Background: an optimization exercise with open tools, aiming at small area. Do not read the settings as production practice. At most, simulation tests tie the RTL to the original design; equivalence was not proved. No driver is modelled on the clock port, so clock power and skew are understated where the tree is cut down; a real chip needs a root buffer or a tree. No activity file was given, so power comes from the tool's default toggle rates.

==> flow/design.v <==
package tspes_pkg;
    localparam int PACKET_BYTES = 188;
    localparam logic [7:0] POS_BASE = 8'(256 - PACKET_BYTES);
endpackage
module tspes_beat_fifo
(
    input  logic        clk,
    input  logic        rst_n,
    input  logic        push,
    input  logic [7:0]  din,
    input  logic        pop,
    input  logic        clear,
    output logic [7:0]  head,
    output logic        not_empty,
    output logic        full,
    output logic        one
);
    logic [7:0] mem_reg [1:5];
    logic [2:0] count_reg;
    logic [5:1] at;
    assign at[1] = !count_reg[1] &&  count_reg[0];
    assign at[2] = !count_reg[2] &&  count_reg[1];
    assign at[3] =  count_reg[2] &&  count_reg[0];
    assign at[4] =  count_reg[1] && !count_reg[0];
    assign at[5] =  count_reg[2] && !count_reg[1];
    assign not_empty = count_reg[2] || count_reg[0];
    assign full      = at[5];
    assign one       = at[1];
    always_comb
    begin
        head = '0;
        for (int i = 1; i <= 5; i++)
            head = head | ({8{at[i]}} & ~mem_reg[i]);
    end
    always_ff @(posedge clk)
    begin
        if (push)
        begin
            mem_reg[1] <= ~din;
            for (int i = 2; i <= 5; i++)
                mem_reg[i] <= mem_reg[i-1];
        end
    end
    always_ff @(posedge clk or negedge rst_n)
    begin
        if (!rst_n)
            count_reg <= '0;
        else if (clear)
            count_reg <= '0;
        else if (push && !pop)
            count_reg <= {count_reg[1:0], !count_reg[2]};
        else if (pop && !push)
            count_reg <= {!count_reg[0], count_reg[2:1]};
    end
endmodule
import tspes_pkg::*;
module ts_pes_reassembler_core
(
    input  logic                clk,
    input  logic                rst_n,
    input  logic                ts_valid,
    output logic                ts_stall,
    input  logic [7:0]   ts_byte,
    output logic                pes_valid,
    input  logic                pes_stall,
    output logic [7:0]   pes_byte,
    output logic                pes_end,
    output logic [7:0]   pes_stream_id,
    output logic [15:0]         pes_total_length
);
    logic [7:0]  pos_reg;       
    logic        open_reg;      
    logic [15:0] left_reg;      
    logic [7:0]  sid_reg;
    logic [15:0] tot_reg;       
    logic        accept, taking, owed, hold, push, pop, clear;
    logic        at4, at5, at6, at7, at8, at9, past3, in_hdr;
    logic        cand, cand_next;
    logic        q_not_empty, q_full, q_one;
    logic [7:0]  pos_flip;
    logic        pos_wrap;
    logic [15:0] left_flip, tot_flip;
    logic        load_hi, load_lo;
    assign at4    = (pos_reg == POS_BASE + 8'd4);
    assign at5    = (pos_reg == POS_BASE + 8'd5);
    assign at6    = (pos_reg == POS_BASE + 8'd6);
    assign at7    = (pos_reg == POS_BASE + 8'd7);
    assign at8    = (pos_reg == POS_BASE + 8'd8);
    assign at9    = (pos_reg == POS_BASE + 8'd9);
    assign past3  = (pos_reg >= POS_BASE + 8'd4);
    assign in_hdr = (pos_reg >= POS_BASE + 8'd5) && (pos_reg <= POS_BASE + 8'd9);
    assign taking = open_reg && (left_reg != 16'hffff);
    assign cand   = !open_reg && q_not_empty;
    assign owed   = open_reg && (left_reg == 16'hffff);
    assign hold   = cand && in_hdr && !(at9 && ts_valid);
    assign ts_stall = (q_full && pes_stall) || (at4 && owed && (pes_stall || !q_one));
    assign accept   = ts_valid && !ts_stall;
    always_comb
    begin
        if (at4)
            cand_next = !taking && (ts_byte == 8'h00);
        else if (at5)
            cand_next = cand && (ts_byte == 8'h00);
        else if (at6)
            cand_next = cand && (ts_byte == 8'h01);
        else
            cand_next = cand;
    end
    assign push    = accept && ((cand_next && (at4 || in_hdr)) || (taking && past3));
    assign clear   = accept && cand && (at5 || at6) && !cand_next;
    assign load_hi = accept && cand && at8;
    assign load_lo = accept && cand && at9;
    always_comb
    begin
        logic t;
        t = accept;
        for (int i = 0; i < 8; i++)
        begin
            pos_flip[i] = t;
            t = t && pos_reg[i];
        end
        pos_wrap = t;
        t = accept && taking && past3;
        for (int i = 0; i < 8; i++)
        begin
            left_flip[i] = t;
            t = t && left_reg[i];
        end
        t = accept && taking && past3 && (left_reg[7:0] == 8'hff);
        for (int i = 8; i < 16; i++)
        begin
            left_flip[i] = t;
            t = t && left_reg[i];
        end
        t = push;
        for (int i = 0; i < 8; i++)
        begin
            tot_flip[i] = t;
            t = t && !tot_reg[i];
        end
        t = push && (tot_reg[7:0] == 8'h00);
        for (int i = 8; i < 16; i++)
        begin
            tot_flip[i] = t;
            t = t && !tot_reg[i];
        end
    end
    always_ff @(posedge clk)
    begin
        if (accept)
        begin
            if (cand && at7)
                sid_reg <= ts_byte;
        end
        left_reg[15:8] <= load_hi ? ~ts_byte : (left_reg[15:8] ^ left_flip[15:8]);
        left_reg[7:0]  <= load_lo ? ~ts_byte : (left_reg[7:0] ^ left_flip[7:0]);
        tot_reg <= (accept && cand && at7) ? ~16'd4 : (tot_reg ^ tot_flip);
    end
    always_ff @(posedge clk or negedge rst_n)
    begin
        if (!rst_n)
        begin
            pos_reg  <= POS_BASE;
            open_reg <= 1'b0;
        end
        else
        begin
            pos_reg <= (pos_reg ^ pos_flip) | (POS_BASE & {8{pos_wrap}});
            if (load_lo)
                open_reg <= 1'b1;
            else if (pes_end && !pes_stall)
                open_reg <= 1'b0;
        end
    end
    assign pop = pes_valid && !pes_stall;
    tspes_beat_fifo u_fifo
    (
        .clk       (clk),
        .rst_n     (rst_n),
        .push      (push),
        .din       (ts_byte),
        .pop       (pop),
        .clear     (clear),
        .head      (pes_byte),
        .not_empty (q_not_empty),
        .full      (q_full),
        .one       (q_one)
    );
    assign pes_valid        = q_not_empty && !hold;
    assign pes_end          = owed && q_one;
    assign pes_stream_id    = pes_end ? sid_reg : 8'd0;
    assign pes_total_length = pes_end ? ~tot_reg : 16'd0;
endmodule
Settings: LEC_CHECK=0, CAP_MARGIN=0, CELL_PAD_IN_SITES_DETAIL_PLACEMENT=0, CELL_PAD_IN_SITES_GLOBAL_PLACEMENT=0, CORE_MARGIN=2, CORE_UTILIZATION=60, CTS_BUF_LIST=sky130_fd_sc_hd__clkbuf_8, GPL_TIMING_DRIVEN=0, PLACE_DENSITY=0.75, SLEW_MARGIN=0; clock period 6.5 ns.
standard.sh (not shown) runs the stock make flow with config.mk's settings and CLKGATE_MAP_FILE= SYNTH_SCRIPT=/design/flow/synth_recipe.tcl, a recipe that flattens the netlist after the stock synthesis.
==> flow/flow/run.sh <==
#!/bin/bash
# The standard layout, with three changes: after floorplan the combinational
# logic is re-mapped for area by OpenROAD's restructure; the ports are
# buffered by the smallest buffer (sky130_fd_sc_hd__buf_1); and the clock
# port drives a few clock buffers directly, one per group of registers
# (flow/clock_groups.tcl), instead of TritonCTS's two-level tree.
set -euo pipefail
here=$(pwd)
mkdir -p "$here/rsz"
python3 flow/liberty_keep.py "$FLOW_HOME/platforms/sky130hd/lib/sky130_fd_sc_hd__tt_025C_1v80.lib" \
    "$here/rsz/keep.lib" \
    "sky130_fd_sc_hd__probe_p_8 sky130_fd_sc_hd__probec_p_8 sky130_fd_sc_hd__lpflow_*" \
    > liberty_keep.log 2>&1
export RSZ_LIB="$here/rsz/keep.lib"
export RSZ_DIR="$here/rsz"
bash standard.sh "POST_FLOORPLAN_TCL=$here/flow/restructure.tcl" \
    "BUFFER_PORTS_ARGS=-buffer_cell sky130_fd_sc_hd__buf_1" \
    "PRE_CTS_TCL=$here/flow/clock_groups.tcl" finish > flow_make.log 2>&1
Other scripts of this flow, unchanged in this note and not shown: flow/flow/clock_groups.tcl, flow/flow/liberty_keep.py, flow/flow/restructure.tcl
The baseline ran to the end with no violations.
Rerun with:
--- a/flow/design.v
+++ b/flow/design.v
@@ -27,19 +27,19 @@
     assign full      = at[5];
     assign one       = at[1];
     always_comb
     begin
         head = '0;
         for (int i = 1; i <= 5; i++)
-            head = head | ({8{at[i]}} & ~mem_reg[i]);
+            head = head | ({8{at[i]}} & mem_reg[i]);
     end
     always_ff @(posedge clk)
     begin
         if (push)
         begin
-            mem_reg[1] <= ~din;
+            mem_reg[1] <= din;
             for (int i = 2; i <= 5; i++)
                 mem_reg[i] <= mem_reg[i-1];
         end
     end
     always_ff @(posedge clk or negedge rst_n)
     begin
@@ -86,15 +86,15 @@
     assign at6    = (pos_reg == POS_BASE + 8'd6);
     assign at7    = (pos_reg == POS_BASE + 8'd7);
     assign at8    = (pos_reg == POS_BASE + 8'd8);
     assign at9    = (pos_reg == POS_BASE + 8'd9);
     assign past3  = (pos_reg >= POS_BASE + 8'd4);
     assign in_hdr = (pos_reg >= POS_BASE + 8'd5) && (pos_reg <= POS_BASE + 8'd9);
-    assign taking = open_reg && (left_reg != 16'hffff);
+    assign taking = open_reg && (left_reg != '0);
     assign cand   = !open_reg && q_not_empty;
-    assign owed   = open_reg && (left_reg == 16'hffff);
+    assign owed   = open_reg && (left_reg == '0);
     assign hold   = cand && in_hdr && !(at9 && ts_valid);
     assign ts_stall = (q_full && pes_stall) || (at4 && owed && (pes_stall || !q_one));
     assign accept   = ts_valid && !ts_stall;
     always_comb
     begin
         if (at4)
@@ -121,43 +121,43 @@
         end
         pos_wrap = t;
         t = accept && taking && past3;
         for (int i = 0; i < 8; i++)
         begin
             left_flip[i] = t;
-            t = t && left_reg[i];
+            t = t && !left_reg[i];
         end
-        t = accept && taking && past3 && (left_reg[7:0] == 8'hff);
+        t = accept && taking && past3 && (left_reg[7:0] == 8'd0);
         for (int i = 8; i < 16; i++)
         begin
             left_flip[i] = t;
-            t = t && left_reg[i];
+            t = t && !left_reg[i];
         end
         t = push;
         for (int i = 0; i < 8; i++)
         begin
             tot_flip[i] = t;
-            t = t && !tot_reg[i];
+            t = t && tot_reg[i];
         end
-        t = push && (tot_reg[7:0] == 8'h00);
+        t = push && (tot_reg[7:0] == 8'hff);
         for (int i = 8; i < 16; i++)
         begin
             tot_flip[i] = t;
-            t = t && !tot_reg[i];
+            t = t && tot_reg[i];
         end
     end
     always_ff @(posedge clk)
     begin
         if (accept)
         begin
             if (cand && at7)
                 sid_reg <= ts_byte;
         end
-        left_reg[15:8] <= load_hi ? ~ts_byte : (left_reg[15:8] ^ left_flip[15:8]);
-        left_reg[7:0]  <= load_lo ? ~ts_byte : (left_reg[7:0] ^ left_flip[7:0]);
-        tot_reg <= (accept && cand && at7) ? ~16'd4 : (tot_reg ^ tot_flip);
+        left_reg[15:8] <= load_hi ? ts_byte : (left_reg[15:8] ^ left_flip[15:8]);
+        left_reg[7:0]  <= load_lo ? ts_byte : (left_reg[7:0] ^ left_flip[7:0]);
+        tot_reg <= (accept && cand && at6) ? 16'd3 : (tot_reg ^ tot_flip);
     end
     always_ff @(posedge clk or negedge rst_n)
     begin
         if (!rst_n)
         begin
             pos_reg  <= POS_BASE;
@@ -186,8 +186,8 @@
         .full      (q_full),
         .one       (q_one)
     );
     assign pes_valid        = q_not_empty && !hold;
     assign pes_end          = owed && q_one;
     assign pes_stream_id    = pes_end ? sid_reg : 8'd0;
-    assign pes_total_length = pes_end ? ~tot_reg : 16'd0;
+    assign pes_total_length = pes_end ? tot_reg : 16'd0;
 endmodule
Core utilization went down by 1.7 points. Area after synthesis increases by 0.99%. Power came out lower by 4.5%. Setup slack improves by 0.37 ns. Die area came out higher by 0.94%. Routed wire length climbs by 1.2%.
Only the layout flow was run in the second run of this note; the RTL was not checked for function there. In every run of this note, the design's own scripts or RTL, not TritonCTS, make the clock network.

---

ts_pes_reassembler_core, a different RTL version from the one above (not shown whole).
For scale: ~350 cells after synthesis, roughly 92 flip-flops, roughly 47 I/O pins.
==> module ts_pes_reassembler_core, before the edit <==
module ts_pes_reassembler_core
(
    input  logic                clk,
    input  logic                rst_n,
    input  logic                ts_valid,
    output logic                ts_stall,
    input  logic [7:0]   ts_byte,
    output logic                pes_valid,
    input  logic                pes_stall,
    output logic [7:0]   pes_byte,
    output logic                pes_end,
    output logic [7:0]   pes_stream_id,
    output logic [15:0]         pes_total_length
);
    logic [7:0]  pos_reg;       
    logic        open_reg;      
    logic [15:0] left_reg;      
    logic [7:0]  sid_reg;
    logic [15:0] tot_reg;       
    logic        accept, taking, owed, hold, push, pop, clear;
    logic        at4, at5, at6, at7, at8, at9, past3, in_hdr;
    logic        cand, cand_next;
    logic        q_not_empty, q_full, q_one;
    logic [7:0]  pos_flip;
    logic        pos_wrap;
    logic [15:0] left_flip, tot_flip;
    logic        load_hi, load_lo;
    assign at4    = (pos_reg == POS_BASE + 8'd4);
    assign at5    = (pos_reg == POS_BASE + 8'd5);
    assign at6    = (pos_reg == POS_BASE + 8'd6);
    assign at7    = (pos_reg == POS_BASE + 8'd7);
    assign at8    = (pos_reg == POS_BASE + 8'd8);
    assign at9    = (pos_reg == POS_BASE + 8'd9);
    assign past3  = (pos_reg >= POS_BASE + 8'd4);
    assign in_hdr = (pos_reg >= POS_BASE + 8'd5) && (pos_reg <= POS_BASE + 8'd9);
    assign taking = open_reg && (left_reg != '0);
    assign cand   = !open_reg && q_not_empty;
    assign owed   = open_reg && (left_reg == '0);
    assign hold   = cand && in_hdr && !(at9 && ts_valid);
    assign ts_stall = (q_full && pes_stall) || (at4 && owed && (pes_stall || !q_one));
    assign accept   = ts_valid && !ts_stall;
    always_comb
    begin
        if (at4)
            cand_next = !taking && (ts_byte == 8'h00);
        else if (at5)
            cand_next = cand && (ts_byte == 8'h00);
        else if (at6)
            cand_next = cand && (ts_byte == 8'h01);
        else
            cand_next = cand;
    end
    assign push    = accept && ((cand_next && (at4 || in_hdr)) || (taking && past3));
    assign clear   = accept && cand && (at5 || at6) && !cand_next;
    assign load_hi = accept && cand && at8;
    assign load_lo = accept && cand && at9;
    always_comb
    begin
        logic t;
        t = accept;
        for (int i = 0; i < 8; i++)
        begin
            pos_flip[i] = t;
            t = t && pos_reg[i];
        end
        pos_wrap = t;
        t = accept && taking && past3;
        for (int i = 0; i < 8; i++)
        begin
            left_flip[i] = t;
            t = t && !left_reg[i];
        end
        t = accept && taking && past3 && (left_reg[7:0] == 8'd0);
        for (int i = 8; i < 16; i++)
        begin
            left_flip[i] = t;
            t = t && !left_reg[i];
        end
        t = push;
        for (int i = 0; i < 8; i++)
        begin
            tot_flip[i] = t;
            t = t && tot_reg[i];
        end
        t = push && (tot_reg[7:0] == 8'hff);
        for (int i = 8; i < 16; i++)
        begin
            tot_flip[i] = t;
            t = t && tot_reg[i];
        end
    end
    always_ff @(posedge clk)
    begin
        if (accept)
        begin
            if (cand && at7)
                sid_reg <= ts_byte;
        end
        left_reg[15:8] <= load_hi ? ts_byte : (left_reg[15:8] ^ left_flip[15:8]);
        left_reg[7:0]  <= load_lo ? ts_byte : (left_reg[7:0] ^ left_flip[7:0]);
        tot_reg <= (accept && cand && at7) ? 16'd4 : (tot_reg ^ tot_flip);
    end
    always_ff @(posedge clk or negedge rst_n)
    begin
        if (!rst_n)
        begin
            pos_reg  <= POS_BASE;
            open_reg <= 1'b0;
        end
        else
        begin
            pos_reg <= (pos_reg ^ pos_flip) | (POS_BASE & {8{pos_wrap}});
            if (load_lo)
                open_reg <= 1'b1;
            else if (pes_end && !pes_stall)
                open_reg <= 1'b0;
        end
    end
    assign pop = pes_valid && !pes_stall;
    tspes_beat_fifo u_fifo
    (
        .clk       (clk),
        .rst_n     (rst_n),
        .push      (push),
        .din       (ts_byte),
        .pop       (pop),
        .clear     (clear),
        .head      (pes_byte),
        .not_empty (q_not_empty),
        .full      (q_full),
        .one       (q_one)
    );
    assign pes_valid        = q_not_empty && !hold;
    assign pes_end          = owed && q_one;
    assign pes_stream_id    = pes_end ? sid_reg : 8'd0;
    assign pes_total_length = pes_end ? tot_reg : 16'd0;
endmodule
clock: 6.5 ns
lec_check: 0
cap_margin: 0
cell_pad_in_sites_detail_placement: 0
cell_pad_in_sites_global_placement: 0
core_margin: 2
core_utilization: 60
cts_buf_list: sky130_fd_sc_hd__clkbuf_8
gpl_timing_driven: 0
place_density: 0.75
slew_margin: 0
==> flow/flow/run.sh <==
#!/bin/bash
# The standard layout, with two changes: after floorplan the combinational
# logic is re-mapped for area by OpenROAD's restructure, and the ports are
# buffered by the smallest buffer (sky130_fd_sc_hd__buf_1).
set -euo pipefail
here=$(pwd)
mkdir -p "$here/rsz"
python3 flow/liberty_keep.py "$FLOW_HOME/platforms/sky130hd/lib/sky130_fd_sc_hd__tt_025C_1v80.lib" \
    "$here/rsz/keep.lib" \
    "sky130_fd_sc_hd__probe_p_8 sky130_fd_sc_hd__probec_p_8 sky130_fd_sc_hd__lpflow_*" \
    > liberty_keep.log 2>&1
export RSZ_LIB="$here/rsz/keep.lib"
export RSZ_DIR="$here/rsz"
bash standard.sh "POST_FLOORPLAN_TCL=$here/flow/restructure.tcl" \
    "BUFFER_PORTS_ARGS=-buffer_cell sky130_fd_sc_hd__buf_1" finish > flow_make.log 2>&1
==> flow/flow/liberty_keep.py <==
# Writes a copy of a liberty file without the cells the platform marks
# don't-use, for OpenROAD's restructure (its ABC run ignores set_dont_use).
# usage: python3 liberty_keep.py IN.lib OUT.lib "pattern pattern ..."
import fnmatch
import re
import sys

src, dst, pats = sys.argv[1], sys.argv[2], sys.argv[3].split()
text = open(src).read()
out = []
pos = 0
for m in re.finditer(r'\n(\s*)cell\s*\(\s*"?([\w]+)"?\s*\)\s*\{', text):
    if m.start() < pos:
        continue
    name = m.group(2)
    # find the end of this cell group by brace matching
    depth = 0
    i = m.end() - 1
    while True:
        c = text[i]
        if c == '{':
            depth += 1
        elif c == '}':
            depth -= 1
            if depth == 0:
                break
        i += 1
    if any(fnmatch.fnmatch(name, p) for p in pats):
        out.append(text[pos:m.start()])
        pos = i + 1
out.append(text[pos:])
open(dst, 'w').write(''.join(out))
==> flow/flow/restructure.tcl <==
# Re-map the combinational logic for area with OpenROAD's restructure (ABC),
# after floorplan and before placement. Registers are left as they are.
restructure -target area \
    -liberty_file $::env(RSZ_LIB) \
    -tielo_port sky130_fd_sc_hd__conb_1/LO \
    -tiehi_port sky130_fd_sc_hd__conb_1/HI \
    -work_dir $::env(RSZ_DIR) \
    -abc_logfile $::env(RSZ_DIR)/abc.log
report_design_area
==> next run, changes <==
--- a/flow/design.v
+++ b/flow/design.v
@@ -68,17 +68,18 @@
     output logic [7:0]   pes_stream_id,
     output logic [15:0]         pes_total_length
 );
     logic [7:0]  pos_reg;       
     logic        open_reg;      
     logic [15:0] left_reg;      
+    logic        cand_reg;      
     logic [7:0]  sid_reg;
     logic [15:0] tot_reg;       
     logic        accept, taking, owed, hold, push, pop, clear;
     logic        at4, at5, at6, at7, at8, at9, past3, in_hdr;
-    logic        cand, cand_next;
+    logic        cand_next;
     logic        q_not_empty, q_full, q_one;
     logic [7:0]  pos_flip;
     logic        pos_wrap;
     logic [15:0] left_flip, tot_flip;
     logic        load_hi, load_lo;
     assign at4    = (pos_reg == POS_BASE + 8'd4);
@@ -87,32 +88,31 @@
     assign at7    = (pos_reg == POS_BASE + 8'd7);
     assign at8    = (pos_reg == POS_BASE + 8'd8);
     assign at9    = (pos_reg == POS_BASE + 8'd9);
     assign past3  = (pos_reg >= POS_BASE + 8'd4);
     assign in_hdr = (pos_reg >= POS_BASE + 8'd5) && (pos_reg <= POS_BASE + 8'd9);
     assign taking = open_reg && (left_reg != '0);
-    assign cand   = !open_reg && q_not_empty;
     assign owed   = open_reg && (left_reg == '0);
-    assign hold   = cand && in_hdr && !(at9 && ts_valid);
+    assign hold   = cand_reg && in_hdr && !(at9 && ts_valid);
     assign ts_stall = (q_full && pes_stall) || (at4 && owed && (pes_stall || !q_one));
     assign accept   = ts_valid && !ts_stall;
     always_comb
     begin
         if (at4)
             cand_next = !taking && (ts_byte == 8'h00);
         else if (at5)
-            cand_next = cand && (ts_byte == 8'h00);
+            cand_next = cand_reg && (ts_byte == 8'h00);
         else if (at6)
-            cand_next = cand && (ts_byte == 8'h01);
+            cand_next = cand_reg && (ts_byte == 8'h01);
         else
-            cand_next = cand;
+            cand_next = cand_reg;
     end
     assign push    = accept && ((cand_next && (at4 || in_hdr)) || (taking && past3));
-    assign clear   = accept && cand && (at5 || at6) && !cand_next;
-    assign load_hi = accept && cand && at8;
-    assign load_lo = accept && cand && at9;
+    assign clear   = accept && cand_reg && (at5 || at6) && !cand_next;
+    assign load_hi = accept && cand_reg && at8;
+    assign load_lo = accept && cand_reg && at9;
     always_comb
     begin
         logic t;
         t = accept;
         for (int i = 0; i < 8; i++)
         begin
@@ -146,18 +146,20 @@
         end
     end
     always_ff @(posedge clk)
     begin
         if (accept)
         begin
-            if (cand && at7)
+            if (at4 || at5 || at6)
+                cand_reg <= cand_next;
+            if (cand_reg && at7)
                 sid_reg <= ts_byte;
         end
         left_reg[15:8] <= load_hi ? ts_byte : (left_reg[15:8] ^ left_flip[15:8]);
         left_reg[7:0]  <= load_lo ? ts_byte : (left_reg[7:0] ^ left_flip[7:0]);
-        tot_reg <= (accept && cand && at7) ? 16'd4 : (tot_reg ^ tot_flip);
+        tot_reg <= (accept && cand_reg && at7) ? 16'd4 : (tot_reg ^ tot_flip);
     end
     always_ff @(posedge clk or negedge rst_n)
     begin
         if (!rst_n)
         begin
             pos_reg  <= POS_BASE;
After rerunning: Sequential power falls by a little under a tenth. Total power went down by a little under a tenth. Die area went up by a few percent. Sequential share of layout area goes down by 0.66 points. Setup slack got worse by 590 ps. Sequential cell count increases by 1. Final area is higher by a few percent. Register-to-register slack degrades by 650 ps. Via count came out higher by a few percent. Non-clock buffer count grows by 4. Wire length increases slightly. Area after synthesis rose by a few percent.
The RTL of the second run of this note was laid out without a check of its function.

-- static timing again, ports no longer ideal --
The results above use ideal ports. As a check the final layouts listed here were re-extracted and re-timed, cells and wires unchanged.
Step 1, drivers: a clkbuf_16 drives clk and a buf_2 each remaining input, both assumed.
Step 2 adds t to the input delays and takes it off the output delays; t is the mean of the earliest and latest rising clock arrival at the registers after step 1. Input paths then give back, and output paths get back, about the clock's delay inside the block.
a / b / c = no drivers / after step 1 / after step 2; a / b = the first two.
run	t, ns	slack for setup (ns)	worst slew at a driven data input, ns
the first run of note 1	0.212	0.461 / 0.509 / 0.297	0.03
the second run of note 1	0.205	0.831 / 0.875 / 0.670	0.03
the first run of note 2	0.370	1.078 / 1.082 / 0.712	0.03
the second run of note 2	0.373	0.485 / 0.495 / 0.122	0.03
After both steps setup and hold are still met in every run listed. The setup slack of the first run of note 2, which loses most, moves by +0.004 ns with the drivers and by -0.366 ns with both steps.
